From an optimization exercise on the open Yosys and OpenROAD flow, aimed at small area; shortcuts taken in it are not production practice. Function was checked by simulation only, so behaviour that the tests miss may differ from the original. Power figures rest on the tool's default switching activity, not on a simulated workload.

Setup of run A:
Design mbed_tester_top, start of the top module:
module mbed_tester_top (
    input  logic clk,
    input  logic rst,
    input  logic  i_psel,
    input  logic  i_penable,
    input  logic  i_pwrite,
    input  tester_regs_pkg::addr_t i_paddr,
    input  tester_regs_pkg::data_t i_pwdata,
    output tester_regs_pkg::data_t o_prdata,
    input  logic i_reset_btn_n,
    input  logic [3-1:0] i_digital_id,
    output logic o_reset_req,
    output logic o_reprogram_req,
    output logic o_reset_peripherals,
    output logic o_pwm_val,
    output logic o_pwm_drive,
    output logic o_sample_adc,
    input  logic [12-1:0] i_mux_meas,
    input  logic i_mux_updated,
    input  logic [4*12-1:0] i_anin_meas,
    input  logic [4-1:0] i_anin_updated
);
For scale: ~3,500 cells after synthesis, ~110 I/O pins.
export LEC_CHECK = 0
export CAP_MARGIN = 20
export CORE_MARGIN = 2
export CORE_UTILIZATION = 55
export CTS_BUF_LIST = sky130_fd_sc_hd__clkbuf_16
export CTS_CLUSTER_DIAMETER = 100
export CTS_CLUSTER_SIZE = 25
export SLEW_MARGIN = 20
create_clock -name core_clock -period 6.0 [get_ports {clk}]
standard.sh (not shown) runs the stock make flow with config.mk's settings and CLKGATE_MAP_FILE= SYNTH_SCRIPT=/design/flow/synth_recipe.tcl, a recipe that flattens the netlist after the stock synthesis.
==> flow/flow/run.sh <==
#!/bin/bash
# Own flow: the standard synthesis, then its combinational logic re-mapped
# for area with ABC (every register kept, by name and cell type), then the standard flow's
# standard layout from that netlist. Each tool's output goes to a log here.
set -euo pipefail
W=$(pwd)
R=$W/orfs/results/$FLOW_PLATFORM/mbed_tester_top/base
YOSYS=$FLOW_HOME/../tools/install/yosys/bin/yosys

bash standard.sh synth > $W/log_1_synth.txt 2>&1
cp $R/1_2_yosys.v $W/std_1_2_yosys.v

printf 'set_driving_cell sky130_fd_sc_hd__buf_1\nset_load 5\n' > $W/reopt_constr.txt
export REOPT_LIB=$FLOW_HOME/platforms/sky130hd/lib/sky130_fd_sc_hd__tt_025C_1v80.lib
export REOPT_IN=$W/std_1_2_yosys.v
export REOPT_OUT=$W/reopt_1_2_yosys.v
export REOPT_STAT=$W/reopt_stat.txt
export REOPT_SCRIPT=$W/flow/abc_area.scr
export REOPT_CONSTR=$W/reopt_constr.txt
export REOPT_D=6000
export REOPT_DONT_USE="$(sed -n '/DONT_USE_CELLS/,/^$/p' $FLOW_HOME/platforms/sky130hd/config.mk | grep -o 'sky130_fd_sc_hd__[a-z0-9_]*' | tr '\n' ' ')"
$YOSYS -c $W/flow/reopt.tcl > $W/log_2_reopt.txt 2>&1

cp $REOPT_OUT $R/1_2_yosys.v
rm -f $R/1_synth.odb $R/1_synth.sdc
bash standard.sh finish > $W/log_3_layout.txt 2>&1
==> flow/flow/abc_area.scr <==
strash
&get -n
&st
&dch -f
&nf -p -C 32 -F 8 -A 4
&put
topo
stime -c
==> flow/flow/reopt.tcl <==
# Re-map the combinational logic of the standard synthesis netlist for area
# Registers (and their names and cell types) are kept as they are.
yosys -import
set lib $::env(REOPT_LIB)
read_liberty -ignore_miss_func $lib
read_verilog $::env(REOPT_IN)
hierarchy -top $::env(FLOW_TOP)
setattr -mod -set keep_hierarchy 1 sky130_fd_sc_hd__*df* sky130_fd_sc_hd__*dl*
flatten
delete t:\$scopeinfo
yosys rename -hide w:_*_.*
opt_clean -purge
stat
set dont_use {}
foreach c $::env(REOPT_DONT_USE) { lappend dont_use -dont_use $c }
abc -script $::env(REOPT_SCRIPT) -liberty $lib {*}$dont_use -constr $::env(REOPT_CONSTR) -D $::env(REOPT_D)
opt_clean -purge
setundef -zero
hilomap -singleton -hicell sky130_fd_sc_hd__conb_1 HI -locell sky130_fd_sc_hd__conb_1 LO
splitnets
opt_clean -purge
insbuf -buf sky130_fd_sc_hd__buf_4 A X
opt_clean -purge
tee -o $::env(REOPT_STAT) stat -liberty $lib
delete sky130_fd_sc_hd__*
check
write_verilog -noattr -noexpr -nohex -nodec $::env(REOPT_OUT)
Edits applied to the flow inputs when going from run A to run B:
Settings: CTS_CLUSTER_SIZE now 30, was 25; CORE_UTILIZATION now 70, was 55.
diff --git a/flow/flow/run.sh b/flow/flow/run.sh
--- a/flow/flow/run.sh
+++ b/flow/flow/run.sh
@@ -24,3 +24,7 @@
 cp $REOPT_OUT $R/1_2_yosys.v
 rm -f $R/1_synth.odb $R/1_synth.sdc
-bash standard.sh finish > $W/log_3_layout.txt 2>&1
+# Clock tree: the standard flow's CTS settings (from config.mk) without dummy loads
+CTS_ARGS="-sink_clustering_enable -repair_clock_nets -buf_list sky130_fd_sc_hd__clkbuf_16 -sink_clustering_size 30 -sink_clustering_max_diameter 100 -dont_use_dummy_load"
+# Port buffers: one buf_1 on every input and output port
+PORT_ARGS="-inputs -outputs -buffer_cell sky130_fd_sc_hd__buf_1"
+bash standard.sh "CTS_ARGS=$CTS_ARGS" "BUFFER_PORTS_ARGS=$PORT_ARGS" finish > $W/log_3_layout.txt 2>&1
==> flow/flow/abc_area.scr <==
strash
&get -n
&st
&dch -f -x
&nf -p -C 32 -F 8 -A 4 -R 30
&put
topo
stime -c
--- outcome ---
Status | run A and run B | clean. Compared with run A, maximum number of pins on one net before global-route repair in run B increased by a little under 10%. Run B vs. run A: number of clock buffer instances in the layout went down by about 13%. In run B, routing usage on met2 is higher than in run A. Run B vs run A — die area dropped by more than 10%. Run B: post-route worst setup slack is 0.39 ns lower than what run A reported. Run B: critical path depth higher than run A. Taking run A as the reference, in run B worst hold slack increased by 0.016 ns relative to the old numbers; fraction of met3 tracks used by global routing rose 4.5 points. A highest metal layer used by the detailed router of met5 is what run A shows, while met4 belongs to run B.
The inputs of run C differ from those of run B as listed below.
Settings: CORE_UTILIZATION: 70 -> 55; CTS_CLUSTER_SIZE: 30 -> 25.
diff --git a/flow/flow/run.sh b/flow/flow/run.sh
--- a/flow/flow/run.sh
+++ b/flow/flow/run.sh
@@ -25,6 +25,4 @@
 rm -f $R/1_synth.odb $R/1_synth.sdc
 # Clock tree: the standard flow's CTS settings (from config.mk) without dummy loads
-CTS_ARGS="-sink_clustering_enable -repair_clock_nets -buf_list sky130_fd_sc_hd__clkbuf_16 -sink_clustering_size 30 -sink_clustering_max_diameter 100 -dont_use_dummy_load"
-# Port buffers: one buf_1 on every input and output port
-PORT_ARGS="-inputs -outputs -buffer_cell sky130_fd_sc_hd__buf_1"
-bash standard.sh "CTS_ARGS=$CTS_ARGS" "BUFFER_PORTS_ARGS=$PORT_ARGS" finish > $W/log_3_layout.txt 2>&1
+CTS_ARGS="-sink_clustering_enable -repair_clock_nets -buf_list sky130_fd_sc_hd__clkbuf_16 -sink_clustering_size 25 -sink_clustering_max_diameter 100 -dont_use_dummy_load"
+bash standard.sh "CTS_ARGS=$CTS_ARGS" finish > $W/log_3_layout.txt 2>&1
==> flow/flow/abc_area.scr <==
strash
&get -n
&st
&dch -f
&nf -p -C 32 -F 8 -A 4
&put
topo
stime -c
### Flow results
- [run C] multi-input gate count rose about 4.3% relative to run B
- Between run C and run B, it is run C whose wire length is higher, by 7.1%.
- Run C vs run B on internal power: run C is the higher one.
- Compared with run B, in run C hold slack shows a reduction of 0.025 ns; clock buffer instance count of the final layout climbed 12%; final area has increased; longest individual stage delay on the worst path fell by 0.04 ns.
- A critical path launch point of o_sample_adc is what run B shows, while i_anin_updated[1] belongs to run C.
- Run C completed every stage of the flow, and the final layout passed the timing, design-rule and antenna checks.


Another version of the RTL of mbed_tester_top (not shown whole).
Size in the first run: roughly 4000 cells after synthesis, roughly 1000 flip-flops.
// mbed_tester_top
module mbed_tester_top (
    input  logic clk,
    input  logic rst,
    input  logic  i_psel,
    input  logic  i_penable,
    input  logic  i_pwrite,
    input  tester_regs_pkg::addr_t i_paddr,
    input  tester_regs_pkg::data_t i_pwdata,
    output tester_regs_pkg::data_t o_prdata,
    input  logic i_reset_btn_n,
    input  logic [3-1:0] i_digital_id,
    output logic o_reset_req,
    output logic o_reprogram_req,
    output logic o_reset_peripherals,
    output logic o_pwm_val,
    output logic o_pwm_drive,
    output logic o_sample_adc,
    input  logic [12-1:0] i_mux_meas,
    input  logic i_mux_updated,
    input  logic [4*12-1:0] i_anin_meas,
    input  logic [4-1:0] i_anin_updated
);
export LEC_CHECK = 0
export CAP_MARGIN = 20
export CORE_MARGIN = 2
export CORE_UTILIZATION = 40
export SLEW_MARGIN = 20
create_clock -name core_clock -period 6.0 [get_ports {clk}]
run.sh (not shown) runs the stock make flow with config.mk's settings and CLKGATE_MAP_FILE= SYNTH_SCRIPT=/design/flow/synth_recipe.tcl, a recipe that flattens the netlist after the stock synthesis.
Stock flow here: none of the scripts above is used.
The starting point completed without violations.
Rerun with:
Settings changed: CTS_BUF_LIST from default to sky130_fd_sc_hd__clkbuf_16, CTS_CLUSTER_DIAMETER from default to 100, CTS_CLUSTER_SIZE from default to 25.
Count of clock-buffer cells in the layout falls by 84. Clock power came out lower by 43%. Maximum frequency stays flat. Global-route usage fell by 0.42 points. Core utilization falls by 1.8 points. Sequential cell count stays the same. Via count went down by 1.8%.
Rerun with:
Settings changed: CTS_BUF_LIST sky130_fd_sc_hd__clkbuf_16 to sky130_fd_sc_hd__clkbuf_4, CTS_CLUSTER_DIAMETER 100 to default, CTS_CLUSTER_SIZE 25 to default.
Effect:
- The new run completed with no timing, DRC or antenna violations
- cell count increases by 7.2%
- sequential share of layout area went down by 2.1 points
- setup slack degrades by 0.025 ns
Rerun with:
==> flow/flow/run.sh (new file) <==
#!/bin/bash
# Own flow: the standard synthesis, then its combinational logic re-mapped
# for area with ABC (every register kept, by name and cell type), then the standard flow's
# standard layout from that netlist. Each tool's output goes to a log here.
set -euo pipefail
W=$(pwd)
R=$W/orfs/results/$FLOW_PLATFORM/mbed_tester_top/base
YOSYS=$FLOW_HOME/../tools/install/yosys/bin/yosys

bash standard.sh synth > $W/log_1_synth.txt 2>&1
cp $R/1_2_yosys.v $W/std_1_2_yosys.v

printf 'set_driving_cell sky130_fd_sc_hd__buf_1\nset_load 5\n' > $W/reopt_constr.txt
export REOPT_LIB=$FLOW_HOME/platforms/sky130hd/lib/sky130_fd_sc_hd__tt_025C_1v80.lib
export REOPT_IN=$W/std_1_2_yosys.v
export REOPT_OUT=$W/reopt_1_2_yosys.v
export REOPT_STAT=$W/reopt_stat.txt
export REOPT_SCRIPT=$W/flow/abc_area.scr
export REOPT_CONSTR=$W/reopt_constr.txt
export REOPT_D=6000
export REOPT_DONT_USE="$(sed -n '/DONT_USE_CELLS/,/^$/p' $FLOW_HOME/platforms/sky130hd/config.mk | grep -o 'sky130_fd_sc_hd__[a-z0-9_]*' | tr '\n' ' ')"
$YOSYS -c $W/flow/reopt.tcl > $W/log_2_reopt.txt 2>&1

cp $REOPT_OUT $R/1_2_yosys.v
rm -f $R/1_synth.odb $R/1_synth.sdc
bash standard.sh finish > $W/log_3_layout.txt 2>&1
==> flow/flow/abc_area.scr (new file) <==
strash
dch
amap
topo
buffer -c
upsize -c
dnsize -c
stime -c
==> flow/flow/reopt.tcl (new file) <==
# Re-map the combinational logic of the standard synthesis netlist for area.
# Registers (and their names and cell types) are kept as they are.
yosys -import
set lib $::env(REOPT_LIB)
read_liberty -ignore_miss_func $lib
read_verilog $::env(REOPT_IN)
hierarchy -top $::env(FLOW_TOP)
setattr -mod -set keep_hierarchy 1 sky130_fd_sc_hd__*df* sky130_fd_sc_hd__*dl*
flatten
delete t:\$scopeinfo
yosys rename -hide w:_*_.*
opt_clean -purge
stat
set dont_use {}
foreach c $::env(REOPT_DONT_USE) { lappend dont_use -dont_use $c }
abc -script $::env(REOPT_SCRIPT) -liberty $lib {*}$dont_use -constr $::env(REOPT_CONSTR) -D $::env(REOPT_D)
opt_clean -purge
setundef -zero
hilomap -singleton -hicell sky130_fd_sc_hd__conb_1 HI -locell sky130_fd_sc_hd__conb_1 LO
splitnets
opt_clean -purge
insbuf -buf sky130_fd_sc_hd__buf_4 A X
opt_clean -purge
tee -o $::env(REOPT_STAT) stat -liberty $lib
delete sky130_fd_sc_hd__*
check
write_verilog -noattr -noexpr -nohex -nodec $::env(REOPT_OUT)
==> flow/standard.sh (new file) <==
#!/bin/bash
# synth_recipe.tcl (not shown) runs the flow's synth.tcl, then flattens the netlist and writes it again
# the make line also repeats each setting of config.mk as NAME=value (left out here)
make -C /OpenROAD-flow-scripts/flow DESIGN_CONFIG=/design/flow/config.mk WORK_HOME=/design/flow/orfs CLKGATE_MAP_FILE= SYNTH_SCRIPT=/design/flow/synth_recipe.tcl "${@:-finish}"
Settings changed: CTS_BUF_LIST sky130_fd_sc_hd__clkbuf_4 to default.
removed: flow/run.sh
Result: The changed run went through all stages and came out clean; clock skew drops by 0.066 ns; global-route usage climbs by 1.5 points; count of clock-buffer cells in the layout drops by 281; wire length hardly moves; core utilization climbs by 2.3 points; setup slack gets worse by 0.42 ns; die area drops by 5.6%; first-iteration DRC count climbs by 22%; cell area drops by 1.2%; total power climbs by 1.7%; cell count climbs by 0.68%.


RTL: one of the versions met above, not the one the previous note started from.
Size: ~3400 cells after synthesis, about 110 I/O pins, ~41000 sq um of cells after synthesis.
==> flow/config.mk <==
export PLATFORM = sky130hd
export DESIGN_NAME = mbed_tester_top
export DESIGN_NICKNAME = mbed_tester_top
export VERILOG_FILES = /design/flow/design.v
export SDC_FILE = /design/flow/constraint.sdc
export NUM_CORES = 4
export LEC_CHECK = 0
export CAP_MARGIN = 20
export CORE_MARGIN = 2
export CORE_UTILIZATION = 65
export CTS_BUF_LIST = sky130_fd_sc_hd__clkbuf_16
export CTS_CLUSTER_DIAMETER = 100
export CTS_CLUSTER_SIZE = 25
export SLEW_MARGIN = 20
==> flow/constraint.sdc <==
create_clock -name core_clock -period 6.0 [get_ports {clk}]
set_input_delay 1.2000 -clock core_clock [delete_from_list [all_inputs] [get_ports {clk}]]
set_output_delay 1.2000 -clock core_clock [all_outputs]
set_load 0.01 [all_outputs]
standard.sh (not shown) runs the stock make flow with config.mk's settings and CLKGATE_MAP_FILE= SYNTH_SCRIPT=/design/flow/synth_recipe.tcl, a recipe that flattens the netlist after the stock synthesis.
==> flow/flow/run.sh <==
#!/bin/bash
# Own flow: the standard synthesis, then its combinational logic re-mapped
# for area with ABC (every register kept, by name and cell type), then the standard flow's
# standard layout from that netlist. Each tool's output goes to a log here.
set -euo pipefail
W=$(pwd)
R=$W/orfs/results/$FLOW_PLATFORM/mbed_tester_top/base
YOSYS=$FLOW_HOME/../tools/install/yosys/bin/yosys

bash standard.sh synth > $W/log_1_synth.txt 2>&1
cp $R/1_2_yosys.v $W/std_1_2_yosys.v

printf 'set_driving_cell sky130_fd_sc_hd__buf_1\nset_load 5\n' > $W/reopt_constr.txt
export REOPT_LIB=$FLOW_HOME/platforms/sky130hd/lib/sky130_fd_sc_hd__tt_025C_1v80.lib
export REOPT_IN=$W/std_1_2_yosys.v
export REOPT_OUT=$W/reopt_1_2_yosys.v
export REOPT_STAT=$W/reopt_stat.txt
export REOPT_SCRIPT=$W/flow/abc_area.scr
export REOPT_CONSTR=$W/reopt_constr.txt
export REOPT_D=6000
export REOPT_DONT_USE="$(sed -n '/DONT_USE_CELLS/,/^$/p' $FLOW_HOME/platforms/sky130hd/config.mk | grep -o 'sky130_fd_sc_hd__[a-z0-9_]*' | tr '\n' ' ')"
$YOSYS -c $W/flow/reopt.tcl > $W/log_2_reopt.txt 2>&1

cp $REOPT_OUT $R/1_2_yosys.v
rm -f $R/1_synth.odb $R/1_synth.sdc
# Clock tree: the standard flow's CTS settings (from config.mk) without dummy loads
CTS_ARGS="-sink_clustering_enable -repair_clock_nets -buf_list sky130_fd_sc_hd__clkbuf_16 -sink_clustering_size 25 -sink_clustering_max_diameter 100 -dont_use_dummy_load"
bash standard.sh "CTS_ARGS=$CTS_ARGS" finish > $W/log_3_layout.txt 2>&1
==> flow/flow/abc_area.scr <==
strash
&get -n
&st
&dch -f -x
&nf -p -C 32 -F 8 -A 4
&put
topo
stime -c
==> flow/flow/reopt.tcl <==
# Re-map the combinational logic of the standard synthesis netlist for area
# Registers (and their names and cell types) are kept as they are.
yosys -import
set lib $::env(REOPT_LIB)
read_liberty -ignore_miss_func $lib
read_verilog $::env(REOPT_IN)
hierarchy -top $::env(FLOW_TOP)
setattr -mod -set keep_hierarchy 1 sky130_fd_sc_hd__*df* sky130_fd_sc_hd__*dl*
flatten
delete t:\$scopeinfo
yosys rename -hide w:_*_.*
opt_clean -purge
stat
set dont_use {}
foreach c $::env(REOPT_DONT_USE) { lappend dont_use -dont_use $c }
abc -script $::env(REOPT_SCRIPT) -liberty $lib {*}$dont_use -constr $::env(REOPT_CONSTR) -D $::env(REOPT_D)
opt_clean -purge
setundef -zero
hilomap -singleton -hicell sky130_fd_sc_hd__conb_1 HI -locell sky130_fd_sc_hd__conb_1 LO
splitnets
opt_clean -purge
insbuf -buf sky130_fd_sc_hd__buf_4 A X
opt_clean -purge
tee -o $::env(REOPT_STAT) stat -liberty $lib
delete sky130_fd_sc_hd__*
check
write_verilog -noattr -noexpr -nohex -nodec $::env(REOPT_OUT)
The first run passed the timing, design-rule and antenna checks.
==> next run, changes <==
--- a/flow/flow/run.sh
+++ b/flow/flow/run.sh
@@ -27,2 +27,4 @@
 CTS_ARGS="-sink_clustering_enable -repair_clock_nets -buf_list sky130_fd_sc_hd__clkbuf_16 -sink_clustering_size 25 -sink_clustering_max_diameter 100 -dont_use_dummy_load"
-bash standard.sh "CTS_ARGS=$CTS_ARGS" finish > $W/log_3_layout.txt 2>&1
+# Port buffers: one buf_1 on every input and output port
+PORT_ARGS="-inputs -outputs -buffer_cell sky130_fd_sc_hd__buf_1"
+bash standard.sh "CTS_ARGS=$CTS_ARGS" "BUFFER_PORTS_ARGS=$PORT_ARGS" finish > $W/log_3_layout.txt 2>&1
Settings changed: CAP_MARGIN 20 to 10, CORE_UTILIZATION 65 to 70, SLEW_MARGIN 20 to 10.
Result:
- worst hold slack is worse by 0.025 ns
- clock-buffer cell count came out higher by 1
- final area came out lower by 1.7%
- die area came out lower by 7.0%

==> separate check: timing with driven ports <==
No port has a modelled driver above. Below, the same layouts with a new extraction and two added sets of constraints.
Step 1, drivers: a clkbuf_16 drives clk and a buf_2 each remaining input, both assumed.
Step 2, shift: input delay + t, output delay - t, t = (earliest + latest rising clock arrival at the registers) / 2. This alone moves slack from input paths to output paths.
a / b / c = ideal / step 1 / step 2; a / b = the first two.
run | t (ns) | slack for setup (ns) | worst slew at a driven data input, ns | cell pins on the clock port's net
run A | 0.715 | 0.830 / 0.834 / 0.158 | 0.18 | 1
run B | 0.669 | 0.437 / 0.436 / -0.085 | 0.05 | 1
run C | 0.710 | 0.738 / 0.789 / 0.079 | 0.16 | 1
the first run of note 2 | 0.756 | 0.630 / 0.652 / -0.103 | 0.09 | 1
the second run of note 2 | 0.727 | 0.636 / 0.661 / -0.066 | 0.09 | 1
the third run of note 2 | 1.204 | 0.611 / 0.545 / -0.137 | 0.09 | 1
the fourth run of note 2 | 0.770 | 0.187 / 0.226 / -0.535 | 0.11 | 1
the first run of note 3 | 0.692 | 0.846 / 0.891 / 0.199 | 0.17 | 1
the second run of note 3 | 0.687 | 0.791 / 0.797 / 0.139 | 0.10 | 1
With both steps, setup timing fails in 5 of these runs, where it was met with ideal ports. For the third run of note 2, which loses most, drivers alone change the setup slack by -0.066 ns; drivers and shift together by -0.748 ns.
